Background: an optimization exercise with open tools, aiming at a short achievable clock period and few clock cycles. Do not read the settings as production practice. In this exercise RTL edits were held to simulation tests only and were not proved equivalent to the original. Power figures rest on the tool's default switching activity, not on a simulated workload.

==> job 8686: inputs <==
## c16_top
module c16_top #(
   parameter int unsigned pc_width = 16
) (
   input  logic                clk,
   input  logic                rst_n,
   input  logic [31:0]         fetch_word,
   input  logic [2:0]          dbg_addr,
   output logic [pc_width-1:0] fetch_addr,
   output logic                fetch_stall,
   output logic [19:0]         wb_first,
   output logic [19:0]         wb_second,
   output logic [15:0]         dbg_value
);
   logic [4:0][2:0]  d_lane_idx;
   logic [4:0]       d_lane_use_imm;
   logic [4:0][15:0] d_lane_imm;
   logic [4:0]       d_lane_inv;
   logic             d_cin1, d_ka, d_kb, d_wr1, d_wr2, d_r2_norm, d_r2_shift;
   logic [2:0]       d_rd1, d_rd2;
   logic [6:0]       d_w_any, d_w1, d_w2n, d_w2s;
   logic [4:0][7:0]  l_lane;
   logic             l_cin1, l_ka, l_kb, l_wr1, l_wr2, l_r2_norm, l_r2_shift;
   logic [2:0]       l_rd1, l_rd2;
   logic [6:0]       l_w_any, l_w1, l_w2n, l_w2s;
   logic [7:0]       lo_r1, lo_r2;
   logic             lo_cout1, lo_maj, lo_cout2;
   logic [4:0][7:0]  h_lane;
   logic             h_cin1, h_ka, h_kb, h_wr1, h_wr2, h_r2_norm, h_r2_shift;
   logic [2:0]       h_rd1, h_rd2;
   logic [6:0]       h_w_any, h_w1, h_w2n, h_w2s;
   logic [7:0]       h_r1_lo, h_r2_lo;
   logic [7:0]       hi_r1, hi_r2;
   logic             hi_cout1, hi_maj, hi_cout2;
   logic [6:0][7:0]  regs_lo, regs_hi;
   c16_fetcher #(
      .pc_width (pc_width)
   ) fetcher_i (
      .clk         (clk),
      .rst_n       (rst_n),
      .fetch_addr  (fetch_addr),
      .fetch_stall (fetch_stall)
   );
  ...
==> module c16_registers, before the edit <==
module c16_registers (
   input  logic            clk,
   input  logic            rst_n,
   input  logic [6:0]      l_w_any,
   input  logic [6:0]      l_w1,
   input  logic [6:0]      l_w2n,
   input  logic [6:0]      l_w2s,
   input  logic [7:0]      lo_r1,
   input  logic [7:0]      lo_r2,
   input  logic            h_wr1,
   input  logic [2:0]      h_rd1,
   input  logic            h_wr2,
   input  logic [2:0]      h_rd2,
   input  logic            h_r2_norm,
   input  logic            h_r2_shift,
   input  logic [6:0]      h_w_any,
   input  logic [6:0]      h_w1,
   input  logic [6:0]      h_w2n,
   input  logic [6:0]      h_w2s,
   input  logic [7:0]      h_r1_lo,
   input  logic [7:0]      h_r2_lo,
   input  logic [7:0]      hi_r1,
   input  logic [7:0]      hi_r2,
   input  logic [2:0]      dbg_addr,
   output logic [6:0][7:0] regs_lo,
   output logic [6:0][7:0] regs_hi,
   output logic [19:0]     wb_first,
   output logic [19:0]     wb_second,
   output logic [15:0]     dbg_value
);
   logic [6:0][7:0] lo_q, hi_q, arch_lo_q;
   logic [7:0]      lo_r1x2, hi_r1x2, h_r1x2_lo;
   assign lo_r1x2   = {lo_r1[6:0], 1'b0};
   assign hi_r1x2   = {hi_r1[6:0], h_r1_lo[7]};
   assign h_r1x2_lo = {h_r1_lo[6:0], 1'b0};
   always_ff @(posedge clk) begin
      for (int i = 0; i < 7; i++) begin
         if (!rst_n) begin
            lo_q[i] <= '0;
         end else if (l_w_any[i]) begin
            lo_q[i] <= (lo_r1 & {8{l_w1[i]}}) | (lo_r2 & {8{l_w2n[i]}})
                       | (lo_r1x2 & {8{l_w2s[i]}});
         end
         if (!rst_n) begin
            hi_q[i]      <= '0;
            arch_lo_q[i] <= '0;
         end else if (h_w_any[i]) begin
            hi_q[i]      <= (hi_r1 & {8{h_w1[i]}}) | (hi_r2 & {8{h_w2n[i]}})
                            | (hi_r1x2 & {8{h_w2s[i]}});
            arch_lo_q[i] <= (h_r1_lo & {8{h_w1[i]}}) | (h_r2_lo & {8{h_w2n[i]}})
                            | (h_r1x2_lo & {8{h_w2s[i]}});
         end
      end
   end
   assign regs_lo = lo_q;
   assign regs_hi = hi_q;
   logic        en1_q, en2_q;
   logic [2:0]  dest1_q, dest2_q;
   logic [15:0] val1_q, val2_q;
   logic [15:0] r2v;
   assign r2v = h_r2_norm ? {hi_r2, h_r2_lo} : (h_r2_shift ? {hi_r1x2, h_r1x2_lo} : 16'd0);
   always_ff @(posedge clk) begin
      if (!rst_n) begin
         en1_q <= 1'b0;
         en2_q <= 1'b0;
      end else begin
         en1_q <= h_wr1;
         en2_q <= h_wr2;
      end
      dest1_q <= h_rd1;
      dest2_q <= h_rd2;
      val1_q  <= {hi_r1, h_r1_lo};
      val2_q  <= r2v;
   end
   assign wb_first  = {en1_q, dest1_q, val1_q};
   assign wb_second = {en2_q, dest2_q, val2_q};
   logic [6:0][15:0] arch;
   always_comb begin
      for (int i = 0; i < 7; i++) begin
         arch[i] = {hi_q[i], arch_lo_q[i]};
      end
   end
   for (genvar g = 0; g < 2; g++) begin : g_dbg
      logic [6:0] sel;
      c16_dbg_decode dec_i (
         .addr (dbg_addr),
         .sel  (sel)
      );
      for (genvar b = 8 * g; b < 8 * g + 8; b++) begin : g_bit
         logic [3:0] part_n;
         c16_aoi22 t01_i (.a (sel[0]), .b (arch[0][b]), .c (sel[1]), .d (arch[1][b]), .y (part_n[0]));
         c16_aoi22 t23_i (.a (sel[2]), .b (arch[2][b]), .c (sel[3]), .d (arch[3][b]), .y (part_n[1]));
         c16_aoi22 t45_i (.a (sel[4]), .b (arch[4][b]), .c (sel[5]), .d (arch[5][b]), .y (part_n[2]));
         c16_nand2 t6_i (.a (sel[6]), .b (arch[6][b]), .y (part_n[3]));
         c16_nand4 or_i (.a (part_n[0]), .b (part_n[1]), .c (part_n[2]), .d (part_n[3]),
                         .y (dbg_value[b]));
      end
   end
endmodule
==> module c16_dbg_decode, before the edit <==
module c16_dbg_decode (
   input  logic [2:0] addr,
   output logic [6:0] sel
);
   always_comb begin
      for (int i = 0; i < 7; i++) begin
         sel[i] = (addr == 3'(i));
      end
   end
endmodule
==> module c16_aoi22, before the edit <==
module c16_aoi22 (
   input  logic a,
   input  logic b,
   input  logic c,
   input  logic d,
   output logic y
);
   assign y = ~((a & b) | (c & d));
endmodule
==> module c16_nand2, before the edit <==
module c16_nand2 (
   input  logic a,
   input  logic b,
   output logic y
);
   assign y = ~(a & b);
endmodule
==> module c16_nand4, before the edit <==
module c16_nand4 (
   input  logic a,
   input  logic b,
   input  logic c,
   input  logic d,
   output logic y
);
   assign y = ~(a & b & c & d);
endmodule
export LEC_CHECK = 0
export ABC_CLOCK_PERIOD_IN_PS = 2500
export CAP_MARGIN = 20
export CORE_MARGIN = 2
export CORE_UTILIZATION = 40
export SETUP_SLACK_MARGIN = 2.7
export SLEW_MARGIN = 20
export SYNTH_HIERARCHICAL = 1
export SYNTH_MINIMUM_KEEP_SIZE = 0
create_clock -name core_clock -period 5.5 [get_ports {clk}]
standard.sh (not shown) runs the stock make flow with config.mk's settings and CLKGATE_MAP_FILE= SYNTH_SCRIPT=/design/flow/synth_recipe.tcl, a recipe that flattens the netlist after the stock synthesis.
==> flow/flow/run.sh <==
#!/bin/bash
# Own layout flow: the standard ORFS flow (standard.sh), with these changes:
#  - the 4:1 and 2:1 mux cells are not used (their select-to-output delay is long,
#    and the debug read port is a select path), so logic maps to AND-OR gates;
#  - Yosys's full/half-adder extraction is off (ADDER_MAP_FILE empty), so the
#    adders map to plain gates instead of chains of slow fa/ha cells;
#  - the debug port's pins are kept together (flow/io_pins.tcl, read just before
#    the standard pin placement), so its address-to-value paths stay short;
#  - timing repair does not clone gates (a clone added after the last design
#    repair can leave a slew violation behind).
# Everything else (synthesis script, registers, floorplan, power grid, placement,
# CTS, routing, constraints) is the standard flow's. Each tool's output is in the
# ORFS logs under orfs/logs, and make's own output in flow_make.log.
set -euo pipefail

FLOW_DIR=$(cd "$(dirname "${BASH_SOURCE[0]}")" && pwd)

DU=$(make -s -C "$FLOW_HOME" DESIGN_CONFIG="$FLOW_CONFIG" WORK_HOME="$PWD/orfs" \
        print-DONT_USE_CELLS 2> print_dont_use.log | sed -n 's/^DONT_USE_CELLS: //p')
if [[ -z "$DU" ]]; then
   echo "could not read DONT_USE_CELLS" >&2
   exit 1
fi
MUX="sky130_fd_sc_hd__mux4_1 sky130_fd_sc_hd__mux4_2 sky130_fd_sc_hd__mux4_4"
MUX="$MUX sky130_fd_sc_hd__mux2_1 sky130_fd_sc_hd__mux2_2 sky130_fd_sc_hd__mux2_4"
MUX="$MUX sky130_fd_sc_hd__mux2_8 sky130_fd_sc_hd__mux2i_1 sky130_fd_sc_hd__mux2i_2"
MUX="$MUX sky130_fd_sc_hd__mux2i_4"

export PRE_IO_PLACEMENT_TCL="$FLOW_DIR/io_pins.tcl"
export SKIP_GATE_CLONING=1

bash standard.sh "DONT_USE_CELLS=$DU $MUX" "ADDER_MAP_FILE=" finish > flow_make.log 2>&1
==> flow/flow/io_pins.tcl <==
# Keep the debug read port's pins together so its address-to-value paths stay short
set_io_pin_constraint -group -order -pin_names {dbg_value[0] dbg_value[1] dbg_value[2] dbg_value[3] dbg_value[4] dbg_value[5] dbg_value[6] dbg_value[7] dbg_addr[0] dbg_addr[1] dbg_addr[2] dbg_value[8] dbg_value[9] dbg_value[10] dbg_value[11] dbg_value[12] dbg_value[13] dbg_value[14] dbg_value[15]}
==> job 4605: changes against job 8686 <==
--- a/flow/design.v
+++ b/flow/design.v
@@ -30,3 +30,3 @@
 );
-   logic [6:0][7:0] lo_q, hi_q, arch_lo_q;
+   logic [6:0][7:0] lo_q, hi_q;
    logic [7:0]      lo_r1x2, hi_r1x2, h_r1x2_lo;
@@ -44,9 +44,6 @@
          if (!rst_n) begin
-            hi_q[i]      <= '0;
-            arch_lo_q[i] <= '0;
+            hi_q[i] <= '0;
          end else if (h_w_any[i]) begin
-            hi_q[i]      <= (hi_r1 & {8{h_w1[i]}}) | (hi_r2 & {8{h_w2n[i]}})
-                            | (hi_r1x2 & {8{h_w2s[i]}});
-            arch_lo_q[i] <= (h_r1_lo & {8{h_w1[i]}}) | (h_r2_lo & {8{h_w2n[i]}})
-                            | (h_r1x2_lo & {8{h_w2s[i]}});
+            hi_q[i] <= (hi_r1 & {8{h_w1[i]}}) | (hi_r2 & {8{h_w2n[i]}})
+                       | (hi_r1x2 & {8{h_w2s[i]}});
          end
@@ -76,6 +73,37 @@
    assign wb_second = {en2_q, dest2_q, val2_q};
+   c16_dbg_file dbg_file_i (
+      .clk       (clk),
+      .rst_n     (rst_n),
+      .w_any     (h_w_any),
+      .w1        (h_w1),
+      .w2n       (h_w2n),
+      .w2s       (h_w2s),
+      .r1        ({hi_r1, h_r1_lo}),
+      .r2        ({hi_r2, h_r2_lo}),
+      .r1x2      ({hi_r1x2, h_r1x2_lo}),
+      .dbg_addr  (dbg_addr),
+      .dbg_value (dbg_value)
+   );
+endmodule
+module c16_dbg_file (
+   input  logic        clk,
+   input  logic        rst_n,
+   input  logic [6:0]  w_any,
+   input  logic [6:0]  w1,
+   input  logic [6:0]  w2n,
+   input  logic [6:0]  w2s,
+   input  logic [15:0] r1,
+   input  logic [15:0] r2,
+   input  logic [15:0] r1x2,
+   input  logic [2:0]  dbg_addr,
+   output logic [15:0] dbg_value
+);
    logic [6:0][15:0] arch;
-   always_comb begin
+   always_ff @(posedge clk) begin
       for (int i = 0; i < 7; i++) begin
-         arch[i] = {hi_q[i], arch_lo_q[i]};
+         if (!rst_n) begin
+            arch[i] <= '0;
+         end else if (w_any[i]) begin
+            arch[i] <= (r1 & {16{w1[i]}}) | (r2 & {16{w2n[i]}}) | (r1x2 & {16{w2s[i]}});
+         end
       end
--- a/flow/config.mk
+++ b/flow/config.mk
@@ -11,3 +11,3 @@
 export CORE_UTILIZATION = 40
-export SETUP_SLACK_MARGIN = 2.7
+export SETUP_SLACK_MARGIN = 3.0
 export SLEW_MARGIN = 20
==> job 2703: changes against job 8686 <==
--- a/flow/design.v
+++ b/flow/design.v
@@ -76,59 +76,3 @@
    assign wb_second = {en2_q, dest2_q, val2_q};
-   logic [6:0][15:0] arch;
-   always_comb begin
-      for (int i = 0; i < 7; i++) begin
-         arch[i] = {hi_q[i], arch_lo_q[i]};
-      end
-   end
-   for (genvar g = 0; g < 2; g++) begin : g_dbg
-      logic [6:0] sel;
-      c16_dbg_decode dec_i (
-         .addr (dbg_addr),
-         .sel  (sel)
-      );
-      for (genvar b = 8 * g; b < 8 * g + 8; b++) begin : g_bit
-         logic [3:0] part_n;
-         c16_aoi22 t01_i (.a (sel[0]), .b (arch[0][b]), .c (sel[1]), .d (arch[1][b]), .y (part_n[0]));
-         c16_aoi22 t23_i (.a (sel[2]), .b (arch[2][b]), .c (sel[3]), .d (arch[3][b]), .y (part_n[1]));
-         c16_aoi22 t45_i (.a (sel[4]), .b (arch[4][b]), .c (sel[5]), .d (arch[5][b]), .y (part_n[2]));
-         c16_nand2 t6_i (.a (sel[6]), .b (arch[6][b]), .y (part_n[3]));
-         c16_nand4 or_i (.a (part_n[0]), .b (part_n[1]), .c (part_n[2]), .d (part_n[3]),
-                         .y (dbg_value[b]));
-      end
-   end
-endmodule
-module c16_dbg_decode (
-   input  logic [2:0] addr,
-   output logic [6:0] sel
-);
-   always_comb begin
-      for (int i = 0; i < 7; i++) begin
-         sel[i] = (addr == 3'(i));
-      end
-   end
-endmodule
-module c16_aoi22 (
-   input  logic a,
-   input  logic b,
-   input  logic c,
-   input  logic d,
-   output logic y
-);
-   assign y = ~((a & b) | (c & d));
-endmodule
-module c16_nand2 (
-   input  logic a,
-   input  logic b,
-   output logic y
-);
-   assign y = ~(a & b);
-endmodule
-module c16_nand4 (
-   input  logic a,
-   input  logic b,
-   input  logic c,
-   input  logic d,
-   output logic y
-);
-   assign y = ~(a & b & c & d);
+   assign dbg_value = (dbg_addr == 3'd7) ? 16'd0 : {hi_q[dbg_addr], arch_lo_q[dbg_addr]};
 endmodule
--- a/flow/config.mk
+++ b/flow/config.mk
@@ -13,3 +13 @@
 export SLEW_MARGIN = 20
-export SYNTH_HIERARCHICAL = 1
-export SYNTH_MINIMUM_KEEP_SIZE = 0
==> run notes <==
item                                                                     job 2703                    job 4605                    job 8686
Power in combinational cells                                              2.74 mW                     5.71 mW                     4.14 mW
Outcome                                                   complete, no violations     complete, no violations     complete, no violations
Non-Filler Cell Area, Final                                           33,500 um^2                 36,900 um^2                 33,200 um^2
Largest net degree at the start of global routing                             123                         146                         114
# Taps                                                                        882                       1,040                         950
Portion of total power attributed to sequential cells                       0.386                       0.334                       0.359
Global-route met3 utilization                                              0.0484                      0.0440                      0.0412
Antenna diode count                                                             2                           0                           3
Launch point of the worst reg-to-reg path              queue_i.l_lane[25]$_DFF_P_  queue_i.h_lane[17]$_DFF_P_  queue_i.l_lane[17]$_DFF_P_
Die Footprint                                                         70,800 um^2                 79,900 um^2                 75,100 um^2
Endpoint of the worst hold-timing path                   queue_i.l_w2s[0]$_DFF_P_    queue_i.l_w2s[6]$_DFF_P_     queue_i.l_w1[0]$_DFF_P_
Overall global routing resource usage                                       0.281                       0.274                       0.263
Biggest cell delay along the critical path                                 250 ps                      220 ps                      300 ps
Area Overhead vs Synth                                                      22.0%                       18.7%                       13.9%
Top fanout value on the critical path                                          24                           7                          11
Wire length per cell                                                      24.1 um                     24.4 um                     24.3 um
Area of combinational cells with multiple inputs                      17,000 um^2                 18,500 um^2                 16,900 um^2
Area occupied by registers                                            10,400 um^2                 11,700 um^2                 10,600 um^2
Worst slack at placement                                                  1330 ps                      812 ps                      818 ps
Routed wire length                                                         105 mm                      113 mm                      103 mm
Clock tree cell share of total cell area                                   0.0617                      0.0569                      0.0616
Worst setup path startpoint                                           dbg_addr[1]                 dbg_addr[1]                 dbg_addr[2]
Testbench counts of job 8686, summed over its fixed seeds: cycles 9,114.
Testbench counts of job 4605, summed over its fixed seeds: cycles 9,114.
Testbench counts of job 2703, summed over its fixed seeds: cycles 9,114.

afterwards: timing with drivers on the ports:
How much do the figures lean on ideal ports? The routed layouts below were timed once more, with nothing changed but the port constraints.
Step 1 sets driving cells, clkbuf_16 on the clock port and buf_2 on the other inputs (assumed; they add their load-dependent delay and slew).
Step 2, shift: input delay + t, output delay - t, t = (earliest + latest rising clock arrival at the registers) / 2. This alone moves slack from input paths to output paths.
a / b / c = ideal ports / drivers / drivers and shift; a / b = the first two.
| run | t, ns | setup slack, ns | worst hold slack (ns) | worst setup path after step 2 | clock arrival spread, ns |
|---|---|---|---|---|---|
| job 8686 | 0.690 | 2.281 / 2.220 / 2.182 | 0.326 / 0.326 / 0.326 | input to register | 0.036 / 0.036 |
| job 4605 | 0.711 | 2.194 / 2.155 / 2.155 | 0.326 / 0.326 / 0.326 | input to output | 0.063 / 0.063 |
| job 2703 | 0.693 | 2.211 / 2.149 / 2.149 | 0.318 / 0.318 / 0.318 | input to output | 0.058 / 0.057 |
After both steps setup and hold are still met in every run listed. For job 8686, which loses most, drivers alone change the setup slack by -0.061 ns; drivers and shift together by -0.099 ns.
